Background: an optimization exercise with open tools, aiming at small area, a short achievable clock period and few clock cycles per item. Do not read the settings as production practice.
In this exercise RTL edits were held to simulation tests only and were not proved equivalent to the original.

==> inputs of try-violet <==
// rs_polymul
module rs_polymul
(
   input  logic                            CLK,            
   input  logic                            RESET,          
   input  logic                            enable,         
   input  logic                            sync,           
   input  logic [rs_pkg::NUM_SYND-1:0][rs_pkg::SYM_W-1:0]  syndrome_in,    
   input  logic [rs_pkg::NUM_EPS-1:0][rs_pkg::SYM_W-1:0]   epsilon_in,     
   output logic [rs_pkg::NUM_SYND-1:0][rs_pkg::SYM_W-1:0]  syndrome_out,   
   output logic                            done            
);
==> module gf_expand, before the edit <==
module gf_expand
(
   input  logic [rs_pkg::SYM_W-1:0]    a,               
   output logic [rs_pkg::NUM_PROD-1:0] f                
);
   logic t0;
   logic t1;
   logic t2;
   logic t3;
   logic t4;
   logic t5;
   logic t6;
   assign t0 = a[0] ^ a[2];
   assign t1 = a[0] ^ a[3];
   assign t2 = a[1] ^ a[2];
   assign t3 = a[1] ^ a[4];
   assign t4 = a[1] ^ a[5];
   assign t5 = a[2] ^ a[3];
   assign t6 = a[3] ^ a[5];
   assign f[0] = t0 ^ t4;
   assign f[1] = t1 ^ t4;
   assign f[2] = t5;
   assign f[3] = a[2];
   assign f[4] = t4;
   assign f[5] = t2 ^ a[5];
   assign f[6] = t6;
   assign f[7] = t3;
   assign f[8] = t3 ^ t6;
   assign f[9] = t1 ^ a[1];
   assign f[10] = t1 ^ t3;
   assign f[11] = a[4];
   assign f[12] = t2;
   assign f[13] = t3 ^ a[0];
   assign f[14] = t0 ^ a[4];
endmodule
==> module gf_contract, before the edit <==
module gf_contract
(
   input  logic [rs_pkg::NUM_PROD-1:0] p,               
   output logic [rs_pkg::SYM_W-1:0]    c                
);
   logic t0;
   logic t1;
   logic t2;
   logic t3;
   logic t4;
   logic t5;
   logic t6;
   logic t7;
   assign t0 = p[3] ^ p[7];
   assign t1 = p[11] ^ t0;
   assign t2 = p[0] ^ p[1];
   assign t3 = p[4] ^ t1;
   assign t4 = p[10] ^ p[12];
   assign t5 = p[6] ^ p[9];
   assign t6 = p[14] ^ t2;
   assign t7 = t3 ^ t4;
   assign c[0] = p[5] ^ p[13] ^ t1 ^ t5 ^ t6;
   assign c[1] = p[6] ^ t6 ^ t7;
   assign c[2] = p[11] ^ p[13] ^ t2 ^ t4;
   assign c[3] = p[8] ^ p[13] ^ t7;
   assign c[4] = p[3] ^ p[4] ^ p[8] ^ p[10] ^ t5;
   assign c[5] = p[1] ^ p[2] ^ t3 ^ t5;
endmodule
==> flow/config.mk <==
export PLATFORM = sky130hd
export DESIGN_NAME = rs_polymul
export DESIGN_NICKNAME = rs_polymul
export VERILOG_FILES = /design/flow/design.v
export SDC_FILE = /design/flow/constraint.sdc
export NUM_CORES = 4
export LEC_CHECK = 0
export CAP_MARGIN = 20
export CORE_MARGIN = 2
export CORE_UTILIZATION = 55
export CTS_CLUSTER_DIAMETER = 50
export CTS_CLUSTER_SIZE = 8
export SETUP_SLACK_MARGIN = 1.5
export SLEW_MARGIN = 20
export TNS_END_PERCENT = 5
==> flow/constraint.sdc <==
create_clock -name core_clock -period 5.0 [get_ports {CLK}]
set_input_delay 1.0000 -clock core_clock [delete_from_list [all_inputs] [get_ports {CLK}]]
set_output_delay 1.0000 -clock core_clock [all_outputs]
set_load 0.01 [all_outputs]
standard.sh (not shown) runs the stock make flow with config.mk's settings and CLKGATE_MAP_FILE= SYNTH_SCRIPT=/design/flow/synth_recipe.tcl, a recipe that flattens the netlist after the stock synthesis.
==> flow/flow/run.sh <==
#!/bin/bash
# Standard ORFS layout with two changes: the port buffers are buf_4 cells
# (buffer_ports otherwise picks a slow delay buffer), and the 3-input XOR
# cells are not used (two 2-input XORs are smaller and about as fast).
set -euo pipefail
DU="sky130_fd_sc_hd__probe_p_8 sky130_fd_sc_hd__probec_p_8 sky130_fd_sc_hd__lpflow_bleeder_1 sky130_fd_sc_hd__lpflow_clkbufkapwr_1 sky130_fd_sc_hd__lpflow_clkbufkapwr_16 sky130_fd_sc_hd__lpflow_clkbufkapwr_2 sky130_fd_sc_hd__lpflow_clkbufkapwr_4 sky130_fd_sc_hd__lpflow_clkbufkapwr_8 sky130_fd_sc_hd__lpflow_clkinvkapwr_1 sky130_fd_sc_hd__lpflow_clkinvkapwr_16 sky130_fd_sc_hd__lpflow_clkinvkapwr_2 sky130_fd_sc_hd__lpflow_clkinvkapwr_4 sky130_fd_sc_hd__lpflow_clkinvkapwr_8 sky130_fd_sc_hd__lpflow_decapkapwr_12 sky130_fd_sc_hd__lpflow_decapkapwr_3 sky130_fd_sc_hd__lpflow_decapkapwr_4 sky130_fd_sc_hd__lpflow_decapkapwr_6 sky130_fd_sc_hd__lpflow_decapkapwr_8 sky130_fd_sc_hd__lpflow_inputiso0n_1 sky130_fd_sc_hd__lpflow_inputiso0p_1 sky130_fd_sc_hd__lpflow_inputiso1n_1 sky130_fd_sc_hd__lpflow_inputiso1p_1 sky130_fd_sc_hd__lpflow_inputisolatch_1 sky130_fd_sc_hd__lpflow_isobufsrc_1 sky130_fd_sc_hd__lpflow_isobufsrc_16 sky130_fd_sc_hd__lpflow_isobufsrc_2 sky130_fd_sc_hd__lpflow_isobufsrc_4 sky130_fd_sc_hd__lpflow_isobufsrc_8 sky130_fd_sc_hd__lpflow_isobufsrckapwr_16 sky130_fd_sc_hd__lpflow_lsbuf_lh_hl_isowell_tap_1 sky130_fd_sc_hd__lpflow_lsbuf_lh_hl_isowell_tap_2 sky130_fd_sc_hd__lpflow_lsbuf_lh_hl_isowell_tap_4 sky130_fd_sc_hd__lpflow_lsbuf_lh_isowell_4 sky130_fd_sc_hd__lpflow_lsbuf_lh_isowell_tap_1 sky130_fd_sc_hd__lpflow_lsbuf_lh_isowell_tap_2 sky130_fd_sc_hd__lpflow_lsbuf_lh_isowell_tap_4 sky130_fd_sc_hd__xor3_1 sky130_fd_sc_hd__xor3_2 sky130_fd_sc_hd__xor3_4 sky130_fd_sc_hd__xnor3_1 sky130_fd_sc_hd__xnor3_2 sky130_fd_sc_hd__xnor3_4"
bash standard.sh DONT_USE_CELLS="$DU" BUFFER_PORTS_ARGS="-buffer_cell sky130_fd_sc_hd__buf_4" finish > standard_flow.log 2>&1
==> inputs of try-garnet, as changes to try-violet <==
==> flow/flow/run.sh (replaced) <==
#!/bin/bash
# Standard ORFS layout with these changes: the input port buffers are buf_4
# cells (buffer_ports otherwise picks a slow delay buffer), the output port
# buffers are resized to buf_1 right after global placement, and the 3-input
# XOR cells are not used (two 2-input XORs are smaller and about as fast).
# Timing-driven global placement keeps none of its trial buffering.
set -euo pipefail
HERE=$(cd "$(dirname "$0")" && pwd)
DU="sky130_fd_sc_hd__probe_p_8 sky130_fd_sc_hd__probec_p_8 sky130_fd_sc_hd__lpflow_bleeder_1 sky130_fd_sc_hd__lpflow_clkbufkapwr_1 sky130_fd_sc_hd__lpflow_clkbufkapwr_16 sky130_fd_sc_hd__lpflow_clkbufkapwr_2 sky130_fd_sc_hd__lpflow_clkbufkapwr_4 sky130_fd_sc_hd__lpflow_clkbufkapwr_8 sky130_fd_sc_hd__lpflow_clkinvkapwr_1 sky130_fd_sc_hd__lpflow_clkinvkapwr_16 sky130_fd_sc_hd__lpflow_clkinvkapwr_2 sky130_fd_sc_hd__lpflow_clkinvkapwr_4 sky130_fd_sc_hd__lpflow_clkinvkapwr_8 sky130_fd_sc_hd__lpflow_decapkapwr_12 sky130_fd_sc_hd__lpflow_decapkapwr_3 sky130_fd_sc_hd__lpflow_decapkapwr_4 sky130_fd_sc_hd__lpflow_decapkapwr_6 sky130_fd_sc_hd__lpflow_decapkapwr_8 sky130_fd_sc_hd__lpflow_inputiso0n_1 sky130_fd_sc_hd__lpflow_inputiso0p_1 sky130_fd_sc_hd__lpflow_inputiso1n_1 sky130_fd_sc_hd__lpflow_inputiso1p_1 sky130_fd_sc_hd__lpflow_inputisolatch_1 sky130_fd_sc_hd__lpflow_isobufsrc_1 sky130_fd_sc_hd__lpflow_isobufsrc_16 sky130_fd_sc_hd__lpflow_isobufsrc_2 sky130_fd_sc_hd__lpflow_isobufsrc_4 sky130_fd_sc_hd__lpflow_isobufsrc_8 sky130_fd_sc_hd__lpflow_isobufsrckapwr_16 sky130_fd_sc_hd__lpflow_lsbuf_lh_hl_isowell_tap_1 sky130_fd_sc_hd__lpflow_lsbuf_lh_hl_isowell_tap_2 sky130_fd_sc_hd__lpflow_lsbuf_lh_hl_isowell_tap_4 sky130_fd_sc_hd__lpflow_lsbuf_lh_isowell_4 sky130_fd_sc_hd__lpflow_lsbuf_lh_isowell_tap_1 sky130_fd_sc_hd__lpflow_lsbuf_lh_isowell_tap_2 sky130_fd_sc_hd__lpflow_lsbuf_lh_isowell_tap_4 sky130_fd_sc_hd__xor3_1 sky130_fd_sc_hd__xor3_2 sky130_fd_sc_hd__xor3_4 sky130_fd_sc_hd__xnor3_1 sky130_fd_sc_hd__xnor3_2 sky130_fd_sc_hd__xnor3_4"
bash standard.sh DONT_USE_CELLS="$DU" BUFFER_PORTS_ARGS="-buffer_cell sky130_fd_sc_hd__buf_4" POST_GLOBAL_PLACE_TCL="$HERE/post_gpl.tcl" GPL_KEEP_OVERFLOW=0 finish > standard_flow.log 2>&1
==> flow/flow/post_gpl.tcl (new file) <==
# The output ports only drive the fixed 0.01 pF load; a buf_1 is enough for
# their port buffers (buffer_ports uses one cell type for every port).
foreach inst [get_cells output*] {
  replace_cell $inst sky130_fd_sc_hd__buf_1
}
SETUP_SLACK_MARGIN = 1.2   (was 1.5)
TNS_END_PERCENT = unset   (was 5)
==> inputs of try-juniper, as changes to try-violet <==
--- a/flow/design.v
+++ b/flow/design.v
@@ -17,26 +17,22 @@
    logic t4;
-   logic t5;
-   logic t6;
-   assign t0 = a[0] ^ a[2];
-   assign t1 = a[0] ^ a[3];
-   assign t2 = a[1] ^ a[2];
-   assign t3 = a[1] ^ a[4];
-   assign t4 = a[1] ^ a[5];
-   assign t5 = a[2] ^ a[3];
-   assign t6 = a[3] ^ a[5];
-   assign f[0] = t0 ^ t4;
-   assign f[1] = t1 ^ t4;
-   assign f[2] = t5;
-   assign f[3] = a[2];
-   assign f[4] = t4;
-   assign f[5] = t2 ^ a[5];
-   assign f[6] = t6;
-   assign f[7] = t3;
-   assign f[8] = t3 ^ t6;
-   assign f[9] = t1 ^ a[1];
-   assign f[10] = t1 ^ t3;
-   assign f[11] = a[4];
-   assign f[12] = t2;
-   assign f[13] = t3 ^ a[0];
-   assign f[14] = t0 ^ a[4];
+   assign t0 = a[1] ^ a[5];
+   assign t1 = a[0] ^ a[4];
+   assign t2 = a[2] ^ a[5];
+   assign t3 = a[2] ^ t0;
+   assign t4 = a[3] ^ a[4];
+   assign f[0] = a[4] ^ t2;
+   assign f[1] = t3 ^ t4;
+   assign f[2] = a[1] ^ a[3];
+   assign f[3] = t0;
+   assign f[4] = t3;
+   assign f[5] = a[2];
+   assign f[6] = t1 ^ t2;
+   assign f[7] = t1;
+   assign f[8] = t2;
+   assign f[9] = a[0] ^ t0;
+   assign f[10] = a[0] ^ a[3];
+   assign f[11] = a[3] ^ t0;
+   assign f[12] = a[3] ^ t1;
+   assign f[13] = a[0] ^ a[5];
+   assign f[14] = a[5] ^ t4;
 endmodule
@@ -55,16 +51,16 @@
    logic t7;
-   assign t0 = p[3] ^ p[7];
-   assign t1 = p[11] ^ t0;
-   assign t2 = p[0] ^ p[1];
-   assign t3 = p[4] ^ t1;
-   assign t4 = p[10] ^ p[12];
-   assign t5 = p[6] ^ p[9];
-   assign t6 = p[14] ^ t2;
-   assign t7 = t3 ^ t4;
-   assign c[0] = p[5] ^ p[13] ^ t1 ^ t5 ^ t6;
-   assign c[1] = p[6] ^ t6 ^ t7;
-   assign c[2] = p[11] ^ p[13] ^ t2 ^ t4;
-   assign c[3] = p[8] ^ p[13] ^ t7;
-   assign c[4] = p[3] ^ p[4] ^ p[8] ^ p[10] ^ t5;
-   assign c[5] = p[1] ^ p[2] ^ t3 ^ t5;
+   assign t0 = p[0] ^ p[11];
+   assign t1 = p[3] ^ p[12];
+   assign t2 = p[2] ^ t0;
+   assign t3 = p[7] ^ p[8];
+   assign t4 = p[10] ^ t1;
+   assign t5 = p[4] ^ t3;
+   assign t6 = p[5] ^ p[13];
+   assign t7 = p[14] ^ t2;
+   assign c[0] = p[10] ^ p[12] ^ t3 ^ t7;
+   assign c[1] = p[3] ^ p[9] ^ t6 ^ t7;
+   assign c[2] = p[6] ^ p[8] ^ t2 ^ t4 ^ t6;
+   assign c[3] = p[14] ^ t1 ^ t5;
+   assign c[4] = p[5] ^ p[11] ^ p[14] ^ t4;
+   assign c[5] = p[1] ^ p[13] ^ t0 ^ t4 ^ t5;
 endmodule
==> flow/run.sh (new file) <==
#!/bin/bash
# synth_recipe.tcl (not shown) runs the flow's synth.tcl, then flattens the netlist and writes it again
# the make line also repeats each setting of config.mk as NAME=value (left out here)
make -C /OpenROAD-flow-scripts/flow DESIGN_CONFIG=/design/flow/config.mk WORK_HOME=/design/flow/orfs CLKGATE_MAP_FILE= SYNTH_SCRIPT=/design/flow/synth_recipe.tcl finish
CORE_UTILIZATION = 40   (was 55)
CTS_CLUSTER_DIAMETER = unset   (was 50)
CTS_CLUSTER_SIZE = unset   (was 8)
SETUP_SLACK_MARGIN = unset   (was 1.5)
TNS_END_PERCENT = unset   (was 5)
removed: flow/flow/run.sh
removed: flow/standard.sh
==> inputs of try-onyx, as changes to try-violet <==
SETUP_SLACK_MARGIN = 1.2   (was 1.5)
TNS_END_PERCENT = unset   (was 5)
==> out/qor.txt <==
run status = no timing/DRC/antenna violations
commonest non-fill, non-tap cell in the layout = xnor2_1
CP Depth = 16
total number of vias = 61.11k
Syn Area/Cell = 7.034 um2
Setup WS pre-CTS = 0.1466 ns
Tap Count = 1287
Synth cell types = 22
global-route wire length before repair = 422.7 mm
That was try-violet.
==> out/qor.txt <==
run status = no timing/DRC/antenna violations
Synth cell types = 22
Setup WS pre-CTS = 0.1466 ns
CP Depth = 17
global-route wire length before repair = 416.5 mm
That was try-onyx.
==> out/qor.txt <==
run status = complete, but fails checks
pins over their slew limit = 6
max_cap viols = 3
Synth cell types = 22
layout violations = capacitance limit, slew limit
That was try-garnet.
==> out/qor.txt <==
run status = complete, but fails checks
layout violations = setup timing
Setup WS pre-CTS = -0.4665 ns
Tap Count = 1890
final worst setup slack = -0.08053 ns
Setup-failing EPs final = 4
global-route wire length before repair = 496.3 mm
total number of vias = 60.25k
That was try-juniper.
Testbench counts of try-violet, summed over its fixed seeds: cycles 384, jobs 384.
Testbench counts of try-garnet, summed over its fixed seeds: cycles 384, jobs 384.
Testbench counts of try-juniper, summed over its fixed seeds: cycles 384, jobs 384.
Testbench counts of try-onyx, summed over its fixed seeds: cycles 384, jobs 384.

[separate check: timing with driven ports]
The flow's constraints put no driver on any port. The routed layouts listed below were extracted and timed again, unchanged, in two steps. Step 1 (the two cells are an assumption about what drives the block):
set clk [get_ports {CLK}]
set_driving_cell -lib_cell sky130_fd_sc_hd__clkbuf_16 $clk
set_driving_cell -lib_cell sky130_fd_sc_hd__buf_2 [delete_from_list [all_inputs] $clk]
Step 2 times the ports against the registers' clock, not the clock port: input delays grow and output delays shrink by t, the midpoint of the rising clock arrivals with the driver on. a / b / c = no drivers / after step 1 / after step 2; a / b = the first two.
run	shift t [ns]	slack for setup (ns)	worst setup path at the end	worst slew at a driven data input, ns
try-violet	0.496	1.200 / 1.194 / 0.698	input to register	0.09
try-garnet	0.510	0.266 / 0.285 / -0.224	input to register	0.29
try-juniper	0.607	-0.081 / -0.026 / -0.632	input to register	0.13
try-onyx	0.490	1.061 / 1.091 / 0.601	input to register	0.07
For try-juniper, which loses most, drivers alone change the setup slack by +0.055 ns; drivers and shift together by -0.551 ns.
